This is an optimization exercise on Yosys and OpenROAD, whose aim is small area, a short achievable clock period and few clock cycles per item, not a production implementation.
Where RTL was checked, it was by simulation tests only, not by an equivalence proof against the original.

## cubic_bezier_point_generator
module cubic_bezier_point_generator
(
    input  logic clk,
    input  logic rst_n,
    input  logic in_valid,
    output logic in_ready,
    input  logic [127:0] in_data,
    output logic out_valid,
    input  logic out_ready,
    output logic [38:0]  out_data
);
    function automatic logic [7:0] booth(input logic [4:0] i);
        logic [2:0] one, two;
        logic [1:0] neg;
        logic [2:0] g;
        for (int k = 0; k < 3; k++)
        begin
            g[2] = (k < 2) ? i[2*k+1] : 1'b0;
            g[1] = i[2*k];
            g[0] = (k > 0) ? i[2*k-1] : 1'b0;
            one[k] = g[1] ^ g[0];
            two[k] = (g == 3'b100) || (g == 3'b011);
            if (k < 2)
                neg[k] = g[2];
        end
        booth = {one, two, neg};
    endfunction
    logic       a_v, b_v, c_v, d_v, e_v, f_v, o_v, s_v, rdy;
    logic [4:0] a_i, d_n, f_n;
    logic [7:0] b_bc, e_bc;
    logic       fire, a_free, o_load, f_fire;
    assign fire     = !s_v;
    assign a_free   = !a_v || (a_i == 5'd31);
    assign in_ready = rdy;
    assign o_load   = !o_v || out_ready;
    assign f_fire   = fire && f_v;
    always_ff @(posedge clk or negedge rst_n)
    begin
        if (!rst_n)
        begin
            a_v <= 1'b0;
            b_v <= 1'b0;
            c_v <= 1'b0;
            d_v <= 1'b0;
            e_v <= 1'b0;
            f_v <= 1'b0;
            o_v <= 1'b0;
            s_v <= 1'b0;
            rdy <= 1'b1;
            d_n <= 5'd0;
            f_n <= 5'd0;
        end
        else
        begin
            if (fire && d_v)
                d_n <= d_n + 5'd1;
            if (f_fire)
                f_n <= f_n + 5'd1;
            if (fire)
            begin
                b_v <= a_v;
                c_v <= b_v;
                d_v <= c_v;
                e_v <= d_v;
                f_v <= e_v;
                if (a_free)
                    a_v <= in_valid;
            end
            if (o_load)
            begin
                o_v <= s_v || f_fire;
                s_v <= 1'b0;
            end
            else if (f_fire)
                s_v <= 1'b1;
            rdy <= (o_load || (fire && !f_v)) &&
                   (fire ? (a_free ? !in_valid : (a_i == 5'd30))
  ...
Size in the first run: about 5100 cells after synthesis, roughly 810 flip-flops, ~170 I/O pins, roughly 0.053 mm² of cells after synthesis.
==> module cubic_bezier_point_generator, before the edit <==
module cubic_bezier_point_generator
(
    input  logic clk,
    input  logic rst_n,
    input  logic in_valid,
    output logic in_ready,
    input  logic [127:0] in_data,
    output logic out_valid,
    input  logic out_ready,
    output logic [38:0]  out_data
);
    function automatic logic [7:0] booth(input logic [4:0] i);
        logic [2:0] one, two;
        logic [1:0] neg;
        logic [2:0] g;
        for (int k = 0; k < 3; k++)
        begin
            g[2] = (k < 2) ? i[2*k+1] : 1'b0;
            g[1] = i[2*k];
            g[0] = (k > 0) ? i[2*k-1] : 1'b0;
            one[k] = g[1] ^ g[0];
            two[k] = (g == 3'b100) || (g == 3'b011);
            if (k < 2)
                neg[k] = g[2];
        end
        booth = {one, two, neg};
    endfunction
    logic       a_v, b_v, c_v, d_v, e_v, f_v, o_v, s_v, rdy;
    logic [4:0] a_i, d_n, f_n;
    logic [7:0] b_bc, e_bc;
    logic       fire, a_free, o_load, f_fire;
    assign fire     = !s_v;
    assign a_free   = !a_v || (a_i == 5'd31);
    assign in_ready = rdy;
    assign o_load   = !o_v || out_ready;
    assign f_fire   = fire && f_v;
    always_ff @(posedge clk or negedge rst_n)
    begin
        if (!rst_n)
        begin
            a_v <= 1'b0;
            b_v <= 1'b0;
            c_v <= 1'b0;
            d_v <= 1'b0;
            e_v <= 1'b0;
            f_v <= 1'b0;
            o_v <= 1'b0;
            s_v <= 1'b0;
            rdy <= 1'b1;
            d_n <= 5'd0;
            f_n <= 5'd0;
        end
        else
        begin
            if (fire && d_v)
                d_n <= d_n + 5'd1;
            if (f_fire)
                f_n <= f_n + 5'd1;
            if (fire)
            begin
                b_v <= a_v;
                c_v <= b_v;
                d_v <= c_v;
                e_v <= d_v;
                f_v <= e_v;
                if (a_free)
                    a_v <= in_valid;
            end
            if (o_load)
            begin
                o_v <= s_v || f_fire;
                s_v <= 1'b0;
            end
            else if (f_fire)
                s_v <= 1'b1;
            rdy <= (o_load || (fire && !f_v)) &&
                   (fire ? (a_free ? !in_valid : (a_i == 5'd30))
                         : a_free);
        end
    end
    always_ff @(posedge clk)
    begin
        if (fire)
        begin
            b_bc <= booth(a_i);
            e_bc <= booth(d_n);
            a_i  <= a_free ? 5'd0 : a_i + 5'd1;
        end
    end
    logic [38:0] res, s_data, o_data;
    genvar c;
    generate
        for (c = 0; c < 2; c++)
        begin : g_coord
            localparam int OFS = (c == 0) ? 16 : 0;
            logic [16:0] d [3];
            logic [16:0] dn [3];
            logic [20:0] w [3];
            logic [20:0] wn [3];
            logic [16:0] e0n, e1n, e3n;
            logic [15:0] b_q0, b_q1;
            logic [16:0] b_e0, b_e1;
            logic [15:0] s0n, c0n, s1n, c1n, s3n, c3n;
            logic        k0n, k1n, k3n;
            logic [15:0] c_s0, c_c0, c_s1, c_c1;
            logic        c_k0, c_k1;
            logic [15:0] r0n, r1n;
            logic [15:0] d_r0, d_r1;
            logic [15:0] e_r0;
            logic [16:0] e_e3;
            logic [15:0] f_s, f_c;
            logic        f_k;
            logic [15:0] pt;
            for (genvar k = 0; k < 3; k++)
            begin : g_q
                bcpg_sub   u_d (.a(in_data[96 - 32*k + OFS +: 16]), .b(in_data[64 - 32*k + OFS +: 16]),
                                .e(dn[k]));
                bcpg_dstep u_w (.w(w[k]), .d(d[k]), .y(wn[k]));
                always_ff @(posedge clk)
                begin
                    if (fire)
                    begin
                        if (a_free)
                            w[k] <= {in_data[96 - 32*k + OFS +: 16], 5'b00000};
                        else
                            w[k] <= wn[k];
                    end
                    if (fire && a_free)
                        d[k] <= dn[k];
                end
            end
            bcpg_sub u_e0 (.a(w[0][20:5]), .b(w[1][20:5]), .e(e0n));
            bcpg_sub u_e1 (.a(w[1][20:5]), .b(w[2][20:5]), .e(e1n));
            bcpg_csa u_m0 (.a(b_q0), .e(b_e0), .bo(b_bc[7:5]), .bt(b_bc[4:2]), .bn(b_bc[1:0]),
                           .s(s0n), .c(c0n), .k(k0n));
            bcpg_csa u_m1 (.a(b_q1), .e(b_e1), .bo(b_bc[7:5]), .bt(b_bc[4:2]), .bn(b_bc[1:0]),
                           .s(s1n), .c(c1n), .k(k1n));
            bcpg_cpa u_r0 (.s(c_s0), .c(c_c0), .k(c_k0), .y(r0n));
            bcpg_cpa u_r1 (.s(c_s1), .c(c_c1), .k(c_k1), .y(r1n));
            bcpg_sub u_e3 (.a(d_r0), .b(d_r1), .e(e3n));
            bcpg_csa u_m3 (.a(e_r0), .e(e_e3), .bo(e_bc[7:5]), .bt(e_bc[4:2]), .bn(e_bc[1:0]),
                           .s(s3n), .c(c3n), .k(k3n));
            bcpg_cpa u_pt (.s(f_s), .c(f_c), .k(f_k), .y(pt));
            always_ff @(posedge clk)
            begin
                if (fire)
                begin
                    b_q0 <= w[0][20:5];
                    b_q1 <= w[1][20:5];
                    b_e0 <= e0n;
                    b_e1 <= e1n;
                    c_s0 <= s0n;
                    c_c0 <= c0n;
                    c_k0 <= k0n;
                    c_s1 <= s1n;
                    c_c1 <= c1n;
                    c_k1 <= k1n;
                    d_r0 <= r0n;
                    d_r1 <= r1n;
                    e_r0 <= d_r0;
                    e_e3 <= e3n;
                    f_s  <= s3n;
                    f_c  <= c3n;
                    f_k  <= k3n;
                end
            end
            assign res[38 - 16*c -: 16] = pt;
        end
    endgenerate
    assign res[6:1] = {1'b0, f_n};
    assign res[0]   = (f_n == 5'd31);
    always_ff @(posedge clk)
    begin
        if (fire)
            s_data <= res;
        if (o_load)
            o_data <= s_v ? s_data : res;
    end
    assign out_valid = o_v;
    assign out_data  = o_data;
endmodule
clock: 8.0 ns
lec_check: 0
abc_area: 1
abc_clock_period_in_ps: 3000
cap_margin: 20
core_margin: 2
core_utilization: 60
cts_buf_list: sky130_fd_sc_hd__clkbuf_16
cts_cluster_diameter: 100
cts_cluster_size: 25
place_density: 0.72
setup_slack_margin: 5
slew_margin: 20
run.sh (not shown) runs the stock make flow with config.mk's settings and CLKGATE_MAP_FILE= SYNTH_SCRIPT=/design/flow/synth_recipe.tcl, a recipe that flattens the netlist after the stock synthesis.
Testbench counts at the start, summed over its fixed seeds: cycles 16,440, points 16,384.
Change:
--- a/flow/design.v
+++ b/flow/design.v
@@ -1773,5 +1773,5 @@
     endfunction
     logic       a_v, b_v, c_v, d_v, e_v, f_v, o_v, s_v, rdy;
-    logic [4:0] a_i, d_n, f_n;
+    logic [4:0] a_i, b_i, c_i, d_i, e_i, f_i;
     logic [7:0] b_bc, e_bc;
     logic       fire, a_free, o_load, f_fire;
@@ -1794,13 +1794,7 @@
             s_v <= 1'b0;
             rdy <= 1'b1;
-            d_n <= 5'd0;
-            f_n <= 5'd0;
         end
         else
         begin
-            if (fire && d_v)
-                d_n <= d_n + 5'd1;
-            if (f_fire)
-                f_n <= f_n + 5'd1;
             if (fire)
             begin
@@ -1829,6 +1823,11 @@
         if (fire)
         begin
+            b_i  <= a_i;
             b_bc <= booth(a_i);
-            e_bc <= booth(d_n);
+            c_i  <= b_i;
+            d_i  <= c_i;
+            e_i  <= d_i;
+            e_bc <= booth(d_i);
+            f_i  <= e_i;
             a_i  <= a_free ? 5'd0 : a_i + 5'd1;
         end
@@ -1914,6 +1913,6 @@
         end
     endgenerate
-    assign res[6:1] = {1'b0, f_n};
-    assign res[0]   = (f_n == 5'd31);
+    assign res[6:1] = {1'b0, f_i};
+    assign res[0]   = (f_i == 5'd31);
     always_ff @(posedge clk)
     begin
=> Sequential share of layout area came out higher by 0.37 points. Cell area came out higher by 0.44%. Wire length barely changes. Synthesized area came out higher by about 0.5%.
Testbench counts after the change, summed over its fixed seeds: cycles 16,440, points 16,384.

---

== v6 ==
cubic_bezier_point_generator with an RTL version that a note above also has.
Size in the first run: about 170 I/O pins, about 50000 sq um of cells after synthesis.
Design cubic_bezier_point_generator, start of the top module:
module cubic_bezier_point_generator
(
    input  logic clk,
    input  logic rst_n,
    input  logic in_valid,
    output logic in_ready,
    input  logic [127:0] in_data,
    output logic out_valid,
    input  logic out_ready,
    output logic [38:0]  out_data
);
    function automatic logic [7:0] booth(input logic [4:0] i);
        logic [2:0] one, two;
        logic [1:0] neg;
        logic [2:0] g;
        for (int k = 0; k < 3; k++)
        begin
            g[2] = (k < 2) ? i[2*k+1] : 1'b0;
            g[1] = i[2*k];
            g[0] = (k > 0) ? i[2*k-1] : 1'b0;
            one[k] = g[1] ^ g[0];
            two[k] = (g == 3'b100) || (g == 3'b011);
            if (k < 2)
                neg[k] = g[2];
        end
        booth = {one, two, neg};
    endfunction
    logic       a_v, b_v, c_v, d_v, e_v, f_v, o_v, s_v, rdy;
    logic [4:0] a_i, b_i, c_i, d_i, e_i, f_i;
    logic [7:0] b_bc, e_bc;
    logic       fire, a_free, o_load, f_fire;
    assign fire     = !s_v;
    assign a_free   = !a_v || (a_i == 5'd31);
    assign in_ready = rdy;
    assign o_load   = !o_v || out_ready;
    assign f_fire   = fire && f_v;
    always_ff @(posedge clk or negedge rst_n)
    begin
        if (!rst_n)
        begin
            a_v <= 1'b0;
            b_v <= 1'b0;
            c_v <= 1'b0;
            d_v <= 1'b0;
            e_v <= 1'b0;
            f_v <= 1'b0;
            o_v <= 1'b0;
            s_v <= 1'b0;
            rdy <= 1'b1;
        end
        else
        begin
            if (fire)
            begin
                b_v <= a_v;
                c_v <= b_v;
                d_v <= c_v;
                e_v <= d_v;
                f_v <= e_v;
                if (a_free)
                    a_v <= in_valid;
            end
            if (o_load)
            begin
  ...
==> module cubic_bezier_point_generator, before the edit <==
module cubic_bezier_point_generator
(
    input  logic clk,
    input  logic rst_n,
    input  logic in_valid,
    output logic in_ready,
    input  logic [127:0] in_data,
    output logic out_valid,
    input  logic out_ready,
    output logic [38:0]  out_data
);
    function automatic logic [7:0] booth(input logic [4:0] i);
        logic [2:0] one, two;
        logic [1:0] neg;
        logic [2:0] g;
        for (int k = 0; k < 3; k++)
        begin
            g[2] = (k < 2) ? i[2*k+1] : 1'b0;
            g[1] = i[2*k];
            g[0] = (k > 0) ? i[2*k-1] : 1'b0;
            one[k] = g[1] ^ g[0];
            two[k] = (g == 3'b100) || (g == 3'b011);
            if (k < 2)
                neg[k] = g[2];
        end
        booth = {one, two, neg};
    endfunction
    logic       a_v, b_v, c_v, d_v, e_v, f_v, o_v, s_v, rdy;
    logic [4:0] a_i, b_i, c_i, d_i, e_i, f_i;
    logic [7:0] b_bc, e_bc;
    logic       fire, a_free, o_load, f_fire;
    assign fire     = !s_v;
    assign a_free   = !a_v || (a_i == 5'd31);
    assign in_ready = rdy;
    assign o_load   = !o_v || out_ready;
    assign f_fire   = fire && f_v;
    always_ff @(posedge clk or negedge rst_n)
    begin
        if (!rst_n)
        begin
            a_v <= 1'b0;
            b_v <= 1'b0;
            c_v <= 1'b0;
            d_v <= 1'b0;
            e_v <= 1'b0;
            f_v <= 1'b0;
            o_v <= 1'b0;
            s_v <= 1'b0;
            rdy <= 1'b1;
        end
        else
        begin
            if (fire)
            begin
                b_v <= a_v;
                c_v <= b_v;
                d_v <= c_v;
                e_v <= d_v;
                f_v <= e_v;
                if (a_free)
                    a_v <= in_valid;
            end
            if (o_load)
            begin
                o_v <= s_v || f_fire;
                s_v <= 1'b0;
            end
            else if (f_fire)
                s_v <= 1'b1;
            rdy <= (o_load || (fire && !f_v)) &&
                   (fire ? (a_free ? !in_valid : (a_i == 5'd30))
                         : a_free);
        end
    end
    always_ff @(posedge clk)
    begin
        if (fire)
        begin
            b_i  <= a_i;
            b_bc <= booth(a_i);
            c_i  <= b_i;
            d_i  <= c_i;
            e_i  <= d_i;
            e_bc <= booth(d_i);
            f_i  <= e_i;
            a_i  <= a_free ? 5'd0 : a_i + 5'd1;
        end
    end
    logic [38:0] res, s_data, o_data;
    genvar c;
    generate
        for (c = 0; c < 2; c++)
        begin : g_coord
            localparam int OFS = (c == 0) ? 16 : 0;
            logic [16:0] d [3];
            logic [16:0] dn [3];
            logic [20:0] w [3];
            logic [20:0] wn [3];
            logic [16:0] e0n, e1n, e3n;
            logic [15:0] b_q0, b_q1;
            logic [16:0] b_e0, b_e1;
            logic [15:0] s0n, c0n, s1n, c1n, s3n, c3n;
            logic        k0n, k1n, k3n;
            logic [15:0] c_s0, c_c0, c_s1, c_c1;
            logic        c_k0, c_k1;
            logic [15:0] r0n, r1n;
            logic [15:0] d_r0, d_r1;
            logic [15:0] e_r0;
            logic [16:0] e_e3;
            logic [15:0] f_s, f_c;
            logic        f_k;
            logic [15:0] pt;
            for (genvar k = 0; k < 3; k++)
            begin : g_q
                bcpg_sub   u_d (.a(in_data[96 - 32*k + OFS +: 16]), .b(in_data[64 - 32*k + OFS +: 16]),
                                .e(dn[k]));
                bcpg_dstep u_w (.w(w[k]), .d(d[k]), .y(wn[k]));
                always_ff @(posedge clk)
                begin
                    if (fire)
                    begin
                        if (a_free)
                            w[k] <= {in_data[96 - 32*k + OFS +: 16], 5'b00000};
                        else
                            w[k] <= wn[k];
                    end
                    if (fire && a_free)
                        d[k] <= dn[k];
                end
            end
            bcpg_sub u_e0 (.a(w[0][20:5]), .b(w[1][20:5]), .e(e0n));
            bcpg_sub u_e1 (.a(w[1][20:5]), .b(w[2][20:5]), .e(e1n));
            bcpg_csa u_m0 (.a(b_q0), .e(b_e0), .bo(b_bc[7:5]), .bt(b_bc[4:2]), .bn(b_bc[1:0]),
                           .s(s0n), .c(c0n), .k(k0n));
            bcpg_csa u_m1 (.a(b_q1), .e(b_e1), .bo(b_bc[7:5]), .bt(b_bc[4:2]), .bn(b_bc[1:0]),
                           .s(s1n), .c(c1n), .k(k1n));
            bcpg_cpa u_r0 (.s(c_s0), .c(c_c0), .k(c_k0), .y(r0n));
            bcpg_cpa u_r1 (.s(c_s1), .c(c_c1), .k(c_k1), .y(r1n));
            bcpg_sub u_e3 (.a(d_r0), .b(d_r1), .e(e3n));
            bcpg_csa u_m3 (.a(e_r0), .e(e_e3), .bo(e_bc[7:5]), .bt(e_bc[4:2]), .bn(e_bc[1:0]),
                           .s(s3n), .c(c3n), .k(k3n));
            bcpg_cpa u_pt (.s(f_s), .c(f_c), .k(f_k), .y(pt));
            always_ff @(posedge clk)
            begin
                if (fire)
                begin
                    b_q0 <= w[0][20:5];
                    b_q1 <= w[1][20:5];
                    b_e0 <= e0n;
                    b_e1 <= e1n;
                    c_s0 <= s0n;
                    c_c0 <= c0n;
                    c_k0 <= k0n;
                    c_s1 <= s1n;
                    c_c1 <= c1n;
                    c_k1 <= k1n;
                    d_r0 <= r0n;
                    d_r1 <= r1n;
                    e_r0 <= d_r0;
                    e_e3 <= e3n;
                    f_s  <= s3n;
                    f_c  <= c3n;
                    f_k  <= k3n;
                end
            end
            assign res[38 - 16*c -: 16] = pt;
        end
    endgenerate
    assign res[6:1] = {1'b0, f_i};
    assign res[0]   = (f_i == 5'd31);
    always_ff @(posedge clk)
    begin
        if (fire)
            s_data <= res;
        if (o_load)
            o_data <= s_v ? s_data : res;
    end
    assign out_valid = o_v;
    assign out_data  = o_data;
endmodule
clock: 8.0 ns
lec_check: 0
abc_clock_period_in_ps: 3000
cap_margin: 20
core_margin: 2
core_utilization: 40
setup_slack_margin: 5
slew_margin: 20
v6 completed every stage of the flow, and the final layout passed the timing, design-rule and antenna checks.
Testbench counts of v6, summed over its fixed seeds: cycles 16,440, points 16,384.
Input changes introduced in v7 (baseline for comparison: v6):
diff --git a/flow/design.v b/flow/design.v
--- a/flow/design.v
+++ b/flow/design.v
@@ -1773,7 +1773,7 @@
     endfunction
     logic       a_v, b_v, c_v, d_v, e_v, f_v, o_v, s_v, rdy;
     logic [4:0] a_i, b_i, c_i, d_i, e_i, f_i;
-    logic [7:0] b_bc, e_bc;
+    logic [7:0] b_bcx, b_bcy_n, e_bcx, e_bcy_n;
     logic       fire, a_free, o_load, f_fire;
     assign fire     = !s_v;
     assign a_free   = !a_v || (a_i == 5'd31);
@@ -1823,11 +1823,13 @@
         if (fire)
         begin
             b_i  <= a_i;
-            b_bc <= booth(a_i);
+            b_bcx   <= booth(a_i);
+            b_bcy_n <= ~booth(a_i);
             c_i  <= b_i;
             d_i  <= c_i;
             e_i  <= d_i;
-            e_bc <= booth(d_i);
+            e_bcx   <= booth(d_i);
+            e_bcy_n <= ~booth(d_i);
             f_i  <= e_i;
             a_i  <= a_free ? 5'd0 : a_i + 5'd1;
         end
@@ -1856,6 +1858,17 @@
             logic [15:0] f_s, f_c;
             logic        f_k;
             logic [15:0] pt;
+            logic [7:0]  b_bc, e_bc;
+            if (c == 0)
+            begin : g_bx
+                assign b_bc = b_bcx;
+                assign e_bc = e_bcx;
+            end
+            else
+            begin : g_by
+                assign b_bc = ~b_bcy_n;
+                assign e_bc = ~e_bcy_n;
+            end
             for (genvar k = 0; k < 3; k++)
             begin : g_q
                 bcpg_sub   u_d (.a(in_data[96 - 32*k + OFS +: 16]), .b(in_data[64 - 32*k + OFS +: 16]),
Results
v6 → v7: final worst-path cycle share rose by 3.3 points; biggest fanout along the worst timing path now sits lower; final worst slack decreased by 0.27 ns relative to the old numbers.
~same tightest hold margin in v7 and v6
There was hardly any difference in mux share of post-synthesis cell area between v7 and v6.
Number of filler instances in the final layout across v7 and v6: no real change.
Delta(wire length on met1, v7 - v6) < 0
Sort v7 and v6 by inverter count desc -> top: v7
For v7, only the layout was checked, not whether the RTL still works.

## port drivers added, routing unchanged
In the flow no input, the clock included, has a driving cell. The finished layouts below were timed again as built, in two steps. Step 1, drivers: a clkbuf_16 drives clk and a buf_2 each remaining input, both assumed. Step 2 moves the port delays by t, midway between the first and last clock arrival at a register: inputs arrive t later, outputs are due t later. That takes back most of the time a late clock gives input paths. a / b / c = no drivers / after step 1 / after step 2; a / b = the first two.
| run | t (ns) | setup slack, ns | worst setup path after step 2 |
|---|---|---|---|
| the first run of note 1 | 0.666 | 5.007 / 5.013 / 4.384 | input to register |
| the second run of note 1 | 0.654 | 5.001 / 5.034 / 4.380 | input to register |
| v6 | 0.725 | 4.816 / 4.828 / 4.103 | input to register |
| v7 | 0.733 | 4.549 / 4.549 / 3.914 | input to register |
After both steps every run listed still meets setup and hold. The setup slack of v6, which loses most, moves by +0.012 ns with the drivers and by -0.713 ns with both steps.
